From an optimization exercise on the open Yosys and OpenROAD flow, aimed at small area, a short achievable clock period and few clock cycles per item; shortcuts taken in it are not production practice.
The RTL was checked by simulation tests, not by an equivalence proof against the original design.

== build 94 ==
Design modem_top, start of the top module:
module modem_top(
	input wire clk,
	input wire rst,
	input wire iocs,
	input wire [2:0] ioaddr,
	input wire [15:0] din,
	input wire iowr,
	input wire iord,
	input wire [15:0] rdix,  
	input wire [15:0] rdiy,  
	input wire riv,
	input wire toe,  
	output logic [15:0] dout,
	output logic [15:0] tdox,
	output logic [15:0] tdoy,
	output logic tov,
	output logic xmtout,
	output logic pttout
);
make LEC_CHECK=0 CAP_MARGIN=20 CORE_MARGIN=2 CORE_UTILIZATION=66 CTS_CLUSTER_DIAMETER=110 CTS_CLUSTER_SIZE=22 PLACE_DENSITY=0.76 SETUP_SLACK_MARGIN=3.8 SLEW_MARGIN=20 TNS_END_PERCENT=10 finish   # period 7.0 ns
run.sh (not shown) runs the stock make flow with config.mk's settings and CLKGATE_MAP_FILE= SYNTH_SCRIPT=/design/flow/synth_recipe.tcl, a recipe that flattens the netlist after the stock synthesis.
Testbench counts of build 94, summed over its fixed seeds: cycles 1,160, items 512.
Inputs modified between build 94 and build 32:
- changing CORE_UTILIZATION from 66 to 62
- changing PLACE_DENSITY from 0.76 to 0.72
- changing CTS_CLUSTER_SIZE from 22 to 24
--- outcome ---
Delta (build 32 minus build 94): die extent in x grew by about 3%, critical path depth lost 5.
Routed wire length ended up about 3.5% lower on build 32 than on build 94.
Global-route usage down 3.3 points in build 32 wrt build 94
In terms of final standard cell area without fillers, build 32 and build 94 differ only marginally.
Fmax | build 32 vs build 94 | build 32 faster
For build 95, these inputs were changed with respect to build 32:
- swapping 3.8 for 4.0 in SETUP_SLACK_MARGIN
==> summary.txt <==
- A critical path capture point of u_cordic.zacc[15]$_DFF_P_ is what build 95 shows, while tdoy[13] belongs to build 32.
- There was hardly any difference in register area between build 95 and build 32.
- Of the two values seen for class of the most critical setup path, reg -> out was produced by build 32 and reg -> reg by build 95.
- Taking build 32 as the reference, in build 95 placed standard-cell area held.
Here is what was changed in the inputs of build 52 compared with build 95.
- SETUP_SLACK_MARGIN: 4.0 -> 3.6
- CORE_UTILIZATION: 62 -> 55
- PLACE_DENSITY: 0.72 -> 0.68
- CTS_CLUSTER_DIAMETER: 110 -> 100
- CTS_CLUSTER_SIZE: 24 -> 20
[summary]
- Row count of clock-buffer cells in the layout: build 52 higher / build 95 lower
- Number of multi-input combinational cells in the layout: build 95 vs build 52, no meaningful difference
- Summary of build 52 over build 95: post-CTS clock slew at the launch and capture registers of the worst setup and hold paths held, via count -4.6%, post-layout utilization of the core went down.
- Going from build 95 to build 52, met1 wire length shrank slightly.
- Build 52 and build 95 ended up with nearly the same standard cell area after detailed placement.
- Build 52 — mean number of vias per cell 4.2% lower, build 95 as reference

========
## run 1
Another version of the RTL of modem_top (not shown whole).
For scale: roughly 5800 cells after synthesis, ~110 I/O pins, roughly 66000 um2 of cells after synthesis.
==> flow/config.mk <==
export PLATFORM = sky130hd
export DESIGN_NAME = modem_top
export DESIGN_NICKNAME = modem_top
export VERILOG_FILES = /design/flow/design.v
export SDC_FILE = /design/flow/constraint.sdc
export NUM_CORES = 4
export LEC_CHECK = 0
export CAP_MARGIN = 20
export CORE_MARGIN = 2
export CORE_UTILIZATION = 62
export CTS_CLUSTER_DIAMETER = 110
export CTS_CLUSTER_SIZE = 24
export PLACE_DENSITY = 0.72
export SETUP_SLACK_MARGIN = 4.2
export SLEW_MARGIN = 20
export TNS_END_PERCENT = 10
==> flow/constraint.sdc <==
create_clock -name core_clock -period 7.0 [get_ports {clk}]
set_input_delay 1.4000 -clock core_clock [delete_from_list [all_inputs] [get_ports {clk}]]
set_output_delay 1.4000 -clock core_clock [all_outputs]
set_load 0.01 [all_outputs]
Testbench counts of run 1, summed over its fixed seeds: cycles 1,160, items 512.
For run 2, these inputs were changed with respect to run 1:
diff --git a/flow/config.mk b/flow/config.mk
--- a/flow/config.mk
+++ b/flow/config.mk
@@ -10,6 +10,6 @@
 export CORE_UTILIZATION = 62
-export CTS_CLUSTER_DIAMETER = 110
-export CTS_CLUSTER_SIZE = 24
+export CTS_CLUSTER_DIAMETER = 100
+export CTS_CLUSTER_SIZE = 20
 export PLACE_DENSITY = 0.72
-export SETUP_SLACK_MARGIN = 4.2
+export SETUP_SLACK_MARGIN = 4.0
 export SLEW_MARGIN = 20
==> summary.txt <==
Going from run 1 to run 2, worst hold slack neither gained nor lost much; shortest period the worst path allows flat; sequential share of layout area shows an increase of 0.96 points.
#### Input delta (run 3 over run 2)
diff --git a/flow/config.mk b/flow/config.mk
--- a/flow/config.mk
+++ b/flow/config.mk
@@ -10,4 +10,4 @@
 export CORE_UTILIZATION = 62
-export CTS_CLUSTER_DIAMETER = 100
-export CTS_CLUSTER_SIZE = 20
+export CTS_CLUSTER_DIAMETER = 110
+export CTS_CLUSTER_SIZE = 24
 export PLACE_DENSITY = 0.72
[summary]
As of run 3, number of buffers outside the clock class in the layout had risen by a few percent compared to run 2. Compared with run 2, in run 3 maximum frequency neither gained nor lost much, worst hold slack neither gained nor lost much, number of buffers created by CTS now smaller.
What run 4 does differently from run 3 at the input level:
diff --git a/flow/config.mk b/flow/config.mk
--- a/flow/config.mk
+++ b/flow/config.mk
@@ -13,3 +13,3 @@
 export PLACE_DENSITY = 0.72
-export SETUP_SLACK_MARGIN = 4.0
+export SETUP_SLACK_MARGIN = 3.8
 export SLEW_MARGIN = 20
==> summary.txt <==
Run 4 reports a lower met1 layer wirelength in the final routing than run 3 does.
Sort run 4 and run 3 by share of the final layout cell area in multi-input gates, descending, and run 3 comes first.
Summary of run 4 over run 3: share of layout cells above drive strength 1 decreased by 3.5 points relative to the old numbers, utilization of the core after routing lower.
Taking run 3 as the reference point, the clock buffer count of run 4 falls by about 2.7%.
Beginning of the critical path: u_cordic.f[6] -> run 3, u_cordic.yo[11] -> run 4
Run 4 falls short of run 3 in worst setup slack after layout.

re-timing with driven ports:
In the flow no input, the clock included, has a driving cell. The finished layouts below were timed again as built, in two steps. Step 1: set_driving_cell puts a clkbuf_16 on clk and a buf_2 on each other input, an assumption about the parent block. Step 2, shift: input delay + t, output delay - t, t = (earliest + latest rising clock arrival at the registers) / 2. This alone moves slack from input paths to output paths. a / b / c = ideal ports / drivers / drivers and shift; a / b = the first two.
| run | t, ns | setup WS [ns] | worst hold slack (ns) | worst slew at a driven data input, ns |
|---|---|---|---|---|
| build 94 | 0.758 | 3.539 / 3.539 / 2.953 | 0.324 / 0.324 / 0.324 | 0.06 |
| build 32 | 0.760 | 3.609 / 3.526 / 3.010 | 0.316 / 0.316 / 0.316 | 0.07 |
| build 95 | 0.748 | 3.585 / 3.585 / 3.298 | 0.328 / 0.328 / 0.328 | 0.07 |
| build 52 | 0.755 | 3.439 / 3.443 / 2.711 | 0.308 / 0.308 / 0.308 | 0.08 |
| run 1 | 0.770 | 3.739 / 3.739 / 3.426 | 0.319 / 0.319 / 0.319 | 0.16 |
| run 2 | 0.768 | 3.741 / 3.727 / 3.031 | 0.321 / 0.321 / 0.321 | 0.11 |
| run 3 | 0.764 | 3.743 / 3.682 / 3.015 | 0.322 / 0.322 / 0.322 | 0.09 |
| run 4 | 0.759 | 3.573 / 3.500 / 3.116 | 0.307 / 0.307 / 0.307 | 0.13 |
After both steps setup and hold are still met in every run listed.
